What follows belongs to an exercise in optimizing a design on an open flow for a short achievable clock period and few clock cycles; a production flow would make more cautious choices. Only simulation tests tie the RTL to the original design; equivalence was not proved.

==> inputs of build 77 <==
==> flow/design.v <==
module puf_result_uploader #(
  parameter int         ADDR_WIDTH = 13,
  parameter int         DEPTH      = 512,
  parameter logic [7:0] HDR_BYTE   = 8'hA5
) (
  input  logic                  clk_1,
  input  logic                  rst,
  input  logic                  mem_we,
  input  logic [ADDR_WIDTH-1:0] mem_waddr,
  input  logic [7:0]            mem_din,
  input  logic                  test_done,
  input  logic                  rd_start,
  output logic                  out_valid,
  input  logic                  out_ready,
  output logic [7:0]            out_data,
  output logic                  out_last,
  output logic                  armed,
  output logic                  overflow
);
  localparam int AW = 9;    
  localparam int NG = 64;   
  logic st_cap, st_arm, st_h0, st_h1, st_h2, st_pay, st_cs, st_fin;
  logic sess_end;
  assign sess_end = st_fin & ~test_done;
  logic          we_ok, we_q;
  logic [AW-1:0] wa_q;
  logic [7:0]    wd_q;
  logic [NG-1:0] wg_q;    
  logic [7:0]    wb_q;    
  assign we_ok = ~rst & st_cap & mem_we & ~|mem_waddr[ADDR_WIDTH-1:AW];
  always_ff @(posedge clk_1) begin
    we_q <= we_ok;
    wa_q <= mem_waddr[AW-1:0];
    wd_q <= mem_din;
    for (int g = 0; g < NG; g++) wg_q[g] <= we_ok && (mem_waddr[AW-1:3] == 6'(g));
    for (int b = 0; b < 8; b++)  wb_q[b] <= (mem_waddr[2:0] == 3'(b));
  end
  logic [DEPTH-1:0][7:0] mem;
  for (genvar i = 0; i < DEPTH; i++) begin : g_ram
    always_ff @(posedge clk_1) begin
      if (wg_q[i/8] && wb_q[i%8]) mem[i] <= wd_q;
    end
  end
  logic [9:0] len, lenm1;
  logic       len_zero;
  always_ff @(posedge clk_1) begin
    if (rst || sess_end) len <= '0;
    else if (we_q && {1'b0, wa_q} >= len) len <= {1'b0, wa_q} + 10'd1;
    lenm1    <= len - 10'd1;
    len_zero <= (len == 10'd0);
  end
  always_ff @(posedge clk_1) begin
    if (rst || sess_end) overflow <= 1'b0;
    else if (st_cap && mem_we && |mem_waddr[ADDR_WIDTH-1:AW]) overflow <= 1'b1;
  end
  logic          rd_go;           
  logic [AW-1:0] ia;              
  logic          r1v;
  logic [AW-1:0] r1tag;
  logic [NG-1:0][7:0] r1, r1n;
  logic          itv;
  logic [AW-1:0] itag;
  logic [7:0]    item, item_n;
  for (genvar g = 0; g < NG; g++) begin : g_s1
    logic [7:0] a0, a1, a2, a3, b0, b1;
    assign a0 = ia[0] ? mem[g*8+1] : mem[g*8+0];
    assign a1 = ia[0] ? mem[g*8+3] : mem[g*8+2];
    assign a2 = ia[0] ? mem[g*8+5] : mem[g*8+4];
    assign a3 = ia[0] ? mem[g*8+7] : mem[g*8+6];
    assign b0 = ia[1] ? a1 : a0;
    assign b1 = ia[1] ? a3 : a2;
    assign r1n[g] = ia[2] ? b1 : b0;
  end
  logic [31:0][7:0] m5;
  logic [15:0][7:0] m4;
  logic [7:0][7:0]  m3;
  logic [3:0][7:0]  m2;
  logic [1:0][7:0]  m1;
  for (genvar k = 0; k < 32; k++) begin : g_m5
    assign m5[k] = r1tag[3] ? r1[2*k+1] : r1[2*k];
  end
  for (genvar k = 0; k < 16; k++) begin : g_m4
    assign m4[k] = r1tag[4] ? m5[2*k+1] : m5[2*k];
  end
  for (genvar k = 0; k < 8; k++) begin : g_m3
    assign m3[k] = r1tag[5] ? m4[2*k+1] : m4[2*k];
  end
  for (genvar k = 0; k < 4; k++) begin : g_m2
    assign m2[k] = r1tag[6] ? m3[2*k+1] : m3[2*k];
  end
  for (genvar k = 0; k < 2; k++) begin : g_m1
    assign m1[k] = r1tag[7] ? m2[2*k+1] : m2[2*k];
  end
  assign item_n = r1tag[8] ? m1[1] : m1[0];
  logic [AW-1:0] oc;        
  logic          lastp;     
  logic [7:0]    acc;       
  logic          hit, want, take, load_pay;
  assign hit      = itv && (itag == oc);
  assign take     = ~out_valid | out_ready;
  assign want     = (st_h2 & ~len_zero) | (st_pay & ~(out_valid & lastp));
  assign load_pay = want & hit & take;
  always_ff @(posedge clk_1) begin
    if (rst) begin
      rd_go <= 1'b0;
      r1v   <= 1'b0;
      itv   <= 1'b0;
    end else begin
      rd_go <= ~st_cap;
      r1v   <= rd_go;
      itv   <= r1v;
    end
    if (!rd_go)                ia <= '0;
    else if (hit && !load_pay) ia <= oc;
    else                       ia <= ia + AW'(1);
    r1tag <= ia;
    r1    <= r1n;
    itag  <= r1tag;
    item  <= item_n;
  end
  always_ff @(posedge clk_1) begin
    if (rst) begin
      st_cap    <= 1'b1;
      st_arm    <= 1'b0;
      st_h0     <= 1'b0;
      st_h1     <= 1'b0;
      st_h2     <= 1'b0;
      st_pay    <= 1'b0;
      st_cs     <= 1'b0;
      st_fin    <= 1'b0;
      armed     <= 1'b0;
      out_valid <= 1'b0;
      out_last  <= 1'b0;
    end else begin
      if (st_cap && test_done) begin
        st_cap <= 1'b0;
        st_arm <= 1'b1;
        armed  <= 1'b1;
      end
      if (st_arm && rd_start) begin
        st_arm    <= 1'b0;
        st_h0     <= 1'b1;
        armed     <= 1'b0;
        out_valid <= 1'b1;
      end
      if (st_h0 && out_ready) begin
        st_h0 <= 1'b0;
        st_h1 <= 1'b1;
      end
      if (st_h1 && out_ready) begin
        st_h1 <= 1'b0;
        st_h2 <= 1'b1;
      end
      if (st_h2 && out_ready) begin
        st_h2 <= 1'b0;
        if (len_zero) begin
          st_cs    <= 1'b1;
          out_last <= 1'b1;
        end else begin
          st_pay    <= 1'b1;
          out_valid <= hit;
        end
      end
      if (st_pay) begin
        if (out_valid && out_ready && lastp) begin
          st_pay   <= 1'b0;
          st_cs    <= 1'b1;
          out_last <= 1'b1;
        end else if (take) begin
          out_valid <= hit;
        end
      end
      if (st_cs && out_ready) begin
        st_cs     <= 1'b0;
        st_fin    <= 1'b1;
        out_valid <= 1'b0;
        out_last  <= 1'b0;
      end
      if (sess_end) begin
        st_fin <= 1'b0;
        st_cap <= 1'b1;
      end
    end
  end
  always_ff @(posedge clk_1) begin
    if (st_cap || st_arm) oc <= '0;
    else if (load_pay)    oc <= oc + AW'(1);
    if (load_pay) lastp <= ({1'b0, oc} == lenm1);
    if (st_h1)         acc <= {6'd0, len[9:8]} + len[7:0];
    else if (load_pay) acc <= acc + item;
    if (st_arm)                        out_data <= HDR_BYTE;
    else if (st_h0 && out_ready)       out_data <= {6'd0, len[9:8]};
    else if (st_h1 && out_ready)       out_data <= len[7:0];
    else if (load_pay)                 out_data <= item;
    else if ((st_h2 && out_ready && len_zero) ||
             (st_pay && out_valid && out_ready && lastp))
                                       out_data <= acc;
  end
endmodule
==> flow/run.sh <==
#!/bin/bash
# synth_recipe.tcl (not shown) runs the flow's synth.tcl, then flattens the netlist and writes it again
# the make line also repeats each setting of config.mk as NAME=value (left out here)
make -C /OpenROAD-flow-scripts/flow DESIGN_CONFIG=/design/flow/config.mk WORK_HOME=/design/flow/orfs CLKGATE_MAP_FILE= SYNTH_SCRIPT=/design/flow/synth_recipe.tcl finish
==> flow/config.mk <==
export PLATFORM = sky130hd
export DESIGN_NAME = puf_result_uploader
export DESIGN_NICKNAME = puf_result_uploader
export VERILOG_FILES = /design/flow/design.v
export SDC_FILE = /design/flow/constraint.sdc
export NUM_CORES = 4
export LEC_CHECK = 0
export CAP_MARGIN = 20
export CORE_MARGIN = 2
export CORE_UTILIZATION = 60
export SETUP_SLACK_MARGIN = 3.5
export SLEW_MARGIN = 20
export SYNTH_MEMORY_MAX_BITS = 8192
==> flow/constraint.sdc <==
create_clock -name core_clock -period 6.0 [get_ports {clk_1}]
set_input_delay 1.2000 -clock core_clock [delete_from_list [all_inputs] [get_ports {clk_1}]]
set_output_delay 1.2000 -clock core_clock [all_outputs]
set_load 0.01 [all_outputs]
==> build 67 (differences from build 77) <==
--- a/flow/design.v
+++ b/flow/design.v
@@ -24,14 +24,17 @@
   assign sess_end = st_fin & ~test_done;
-  logic          we_ok, we_q;
-  logic [AW-1:0] wa_q;
-  logic [7:0]    wd_q;
-  logic [NG-1:0] wg_q;    
-  logic [7:0]    wb_q;    
-  assign we_ok = ~rst & st_cap & mem_we & ~|mem_waddr[ADDR_WIDTH-1:AW];
+  logic          in0;
+  logic [AW-1:0] wa0;
+  logic [7:0]    wd0;
   always_ff @(posedge clk_1) begin
-    we_q <= we_ok;
-    wa_q <= mem_waddr[AW-1:0];
-    wd_q <= mem_din;
-    for (int g = 0; g < NG; g++) wg_q[g] <= we_ok && (mem_waddr[AW-1:3] == 6'(g));
-    for (int b = 0; b < 8; b++)  wb_q[b] <= (mem_waddr[2:0] == 3'(b));
+    in0 <= ~rst & st_cap & mem_we & ~|mem_waddr[ADDR_WIDTH-1:AW];
+    wa0 <= mem_waddr[AW-1:0];
+    wd0 <= mem_din;
+  end
+  logic [NG-1:0] wg1;
+  logic [7:0]    wb1;
+  logic [7:0]    wd1;
+  always_ff @(posedge clk_1) begin
+    for (int g = 0; g < NG; g++) wg1[g] <= in0 && (wa0[AW-1:3] == 6'(g));
+    for (int b = 0; b < 8; b++)  wb1[b] <= (wa0[2:0] == 3'(b));
+    wd1 <= wd0;
   end
@@ -40,3 +43,3 @@
     always_ff @(posedge clk_1) begin
-      if (wg_q[i/8] && wb_q[i%8]) mem[i] <= wd_q;
+      if (wg1[i/8] && wb1[i%8]) mem[i] <= wd1;
     end
@@ -47,3 +50,3 @@
     if (rst || sess_end) len <= '0;
-    else if (we_q && {1'b0, wa_q} >= len) len <= {1'b0, wa_q} + 10'd1;
+    else if (in0 && {1'b0, wa0} >= len) len <= {1'b0, wa0} + 10'd1;
     lenm1    <= len - 10'd1;
@@ -57,39 +60,24 @@
   logic [AW-1:0] ia;              
-  logic          r1v;
-  logic [AW-1:0] r1tag;
+  logic          v0, v1, v2, itv;
+  logic [AW-1:0] t0, t1, t2, itag;
+  logic [7:0]    s1, s2, s3;      
   logic [NG-1:0][7:0] r1, r1n;
-  logic          itv;
-  logic [AW-1:0] itag;
+  logic [7:0][7:0]    r2, r2n;
   logic [7:0]    item, item_n;
   for (genvar g = 0; g < NG; g++) begin : g_s1
-    logic [7:0] a0, a1, a2, a3, b0, b1;
-    assign a0 = ia[0] ? mem[g*8+1] : mem[g*8+0];
-    assign a1 = ia[0] ? mem[g*8+3] : mem[g*8+2];
-    assign a2 = ia[0] ? mem[g*8+5] : mem[g*8+4];
-    assign a3 = ia[0] ? mem[g*8+7] : mem[g*8+6];
-    assign b0 = ia[1] ? a1 : a0;
-    assign b1 = ia[1] ? a3 : a2;
-    assign r1n[g] = ia[2] ? b1 : b0;
+    always_comb begin
+      r1n[g] = '0;
+      for (int k = 0; k < 8; k++) r1n[g] = r1n[g] | (mem[g*8+k] & {8{s1[k]}});
+    end
   end
-  logic [31:0][7:0] m5;
-  logic [15:0][7:0] m4;
-  logic [7:0][7:0]  m3;
-  logic [3:0][7:0]  m2;
-  logic [1:0][7:0]  m1;
-  for (genvar k = 0; k < 32; k++) begin : g_m5
-    assign m5[k] = r1tag[3] ? r1[2*k+1] : r1[2*k];
+  for (genvar j = 0; j < 8; j++) begin : g_s2
+    always_comb begin
+      r2n[j] = '0;
+      for (int k = 0; k < 8; k++) r2n[j] = r2n[j] | (r1[j*8+k] & {8{s2[k]}});
+    end
   end
-  for (genvar k = 0; k < 16; k++) begin : g_m4
-    assign m4[k] = r1tag[4] ? m5[2*k+1] : m5[2*k];
+  always_comb begin
+    item_n = '0;
+    for (int k = 0; k < 8; k++) item_n = item_n | (r2[k] & {8{s3[k]}});
   end
-  for (genvar k = 0; k < 8; k++) begin : g_m3
-    assign m3[k] = r1tag[5] ? m4[2*k+1] : m4[2*k];
-  end
-  for (genvar k = 0; k < 4; k++) begin : g_m2
-    assign m2[k] = r1tag[6] ? m3[2*k+1] : m3[2*k];
-  end
-  for (genvar k = 0; k < 2; k++) begin : g_m1
-    assign m1[k] = r1tag[7] ? m2[2*k+1] : m2[2*k];
-  end
-  assign item_n = r1tag[8] ? m1[1] : m1[0];
   logic [AW-1:0] oc;        
@@ -105,8 +93,12 @@
       rd_go <= 1'b0;
-      r1v   <= 1'b0;
-      itv   <= 1'b0;
+      v0  <= 1'b0;
+      v1  <= 1'b0;
+      v2  <= 1'b0;
+      itv <= 1'b0;
     end else begin
       rd_go <= ~st_cap;
-      r1v   <= rd_go;
-      itv   <= r1v;
+      v0  <= rd_go;
+      v1  <= v0 & rd_go;
+      v2  <= v1 & rd_go;
+      itv <= v2 & rd_go;
     end
@@ -115,6 +107,12 @@
     else                       ia <= ia + AW'(1);
-    r1tag <= ia;
-    r1    <= r1n;
-    itag  <= r1tag;
-    item  <= item_n;
+    t0 <= ia;
+    for (int k = 0; k < 8; k++) s1[k] <= (ia[2:0] == 3'(k));
+    t1 <= t0;
+    r1 <= r1n;
+    for (int k = 0; k < 8; k++) s2[k] <= (t0[5:3] == 3'(k));
+    t2 <= t1;
+    r2 <= r2n;
+    for (int k = 0; k < 8; k++) s3[k] <= (t1[8:6] == 3'(k));
+    itag <= t2;
+    item <= item_n;
   end
==> flow/flow/run.sh (new file) <==
#!/bin/bash
# The standard layout (standard.sh, unchanged synthesis), with two resizer settings:
#  * the port buffers are buf_4 cells (left to itself, buffer_ports may pick a delay cell);
#  * gate sizing may swap cells whose footprints differ (MATCH_CELL_FOOTPRINT=0).
# The whole make output goes to flow.log here; ORFS's per-step logs stay under orfs/logs.
set -euo pipefail
export BUFFER_PORTS_ARGS="-buffer_cell sky130_fd_sc_hd__buf_4"
bash standard.sh MATCH_CELL_FOOTPRINT=0 finish > flow.log 2>&1
==> flow/standard.sh (new file) <==
#!/bin/bash
# synth_recipe.tcl (not shown) runs the flow's synth.tcl, then flattens the netlist and writes it again
# the make line also repeats each setting of config.mk as NAME=value (left out here)
make -C /OpenROAD-flow-scripts/flow DESIGN_CONFIG=/design/flow/config.mk WORK_HOME=/design/flow/orfs CLKGATE_MAP_FILE= SYNTH_SCRIPT=/design/flow/synth_recipe.tcl "${@:-finish}"
- GPL_TIMING_DRIVEN: not set -> 0
removed: flow/run.sh
==> impl_results.md <==
* Non-clock buffers, area share at under 10%
* FF+latch area at approximately 140000 um^2
* R2R Setup Slk at 3.32 ns
* Clk Latency, worst-skew pair at between 0.9 and 1 ns
* Status: no timing/DRC/antenna violations
* Multiplexer area fraction after synthesis at between 10% and 20%
* Slowest CP cell: nor2b_4
* First-pass GRT wire length at about 590000 um
* Final WL at about 400000 um
* Worst hold path endpoint: itag[1]
* Seq/total area at between 60% and 70%
* Flop and latch count out of synthesis at roughly 4800
* Clock-cell share at between 7 and 8%
* Design area at ~200000 um^2
* Simple-gate area share of the yosys netlist at between 2 and 3%
* Fin crit period at 2.68 ns
* Peak supply drop at around 0.00029 V
* GRT met3 Usage at around 4.3%
* Post-synth top area share at a little over two thirds
* Initial antenna violation count at 38
* Core Footprint at 294000 um^2
Source of the figures above: build 77

==> impl_results.md <==
* Peak supply drop at 0.000337 V
* Initial antenna violation count at 101
* Core Footprint at around 280000 um^2
* FF+latch area at around 140000 um^2
* First-pass GRT wire length at 818000 um
* Status: no timing/DRC/antenna violations
* Clock-cell share at under 10%
* Fin crit period at 2.83 ns
* Flop and latch count out of synthesis at ~5000
* Multiplexer area fraction after synthesis at 0.109%
* Design area at ~200000 um^2
* GRT met3 Usage at 13.5%
* R2R Setup Slk at 3.17 ns
* Final WL at just over 600000 um
* Simple-gate area share of the yosys netlist at under 10%
* Critical Path RT at roughly 6.9 ns
* Setup TNS at 0 ns
* Non-clock buffers, area share at under 10%
Source of the figures above: build 67

Testbench counts of build 77, summed over its fixed seeds: cycles 34,356.
Testbench counts of build 67, summed over its fixed seeds: cycles 34,452.

## re-timing with driven ports
Ports are ideal in the flow. The routed layouts listed here were re-timed in OpenROAD. Step 1 assumes that a clkbuf_16 drives the clock port and a buf_2 every other input. Step 2 also shifts input and output timing later by t, the mid clock arrival at the registers, as if the neighbouring blocks saw the same clock. Slacks: ideal / step 1 / step 2; pairs: ideal / step 1.
| run | t (ns) | slack for setup (ns) | worst setup path at the end | latest minus earliest clock arrival (ns) | worst data-port slew with drivers (ns) |
|---|---|---|---|---|---|
| build 77 | 1.040 | 3.323 / 3.267 / 2.558 | input to register | 0.038 / 0.038 | 0.05 |
| build 67 | 1.105 | 3.175 / 3.175 / 2.622 | input to register | 0.054 / 0.054 | 0.10 |
After both steps every run listed still meets setup and hold. The setup slack of build 77, which loses most, moves by -0.056 ns with the drivers and by -0.765 ns with both steps.
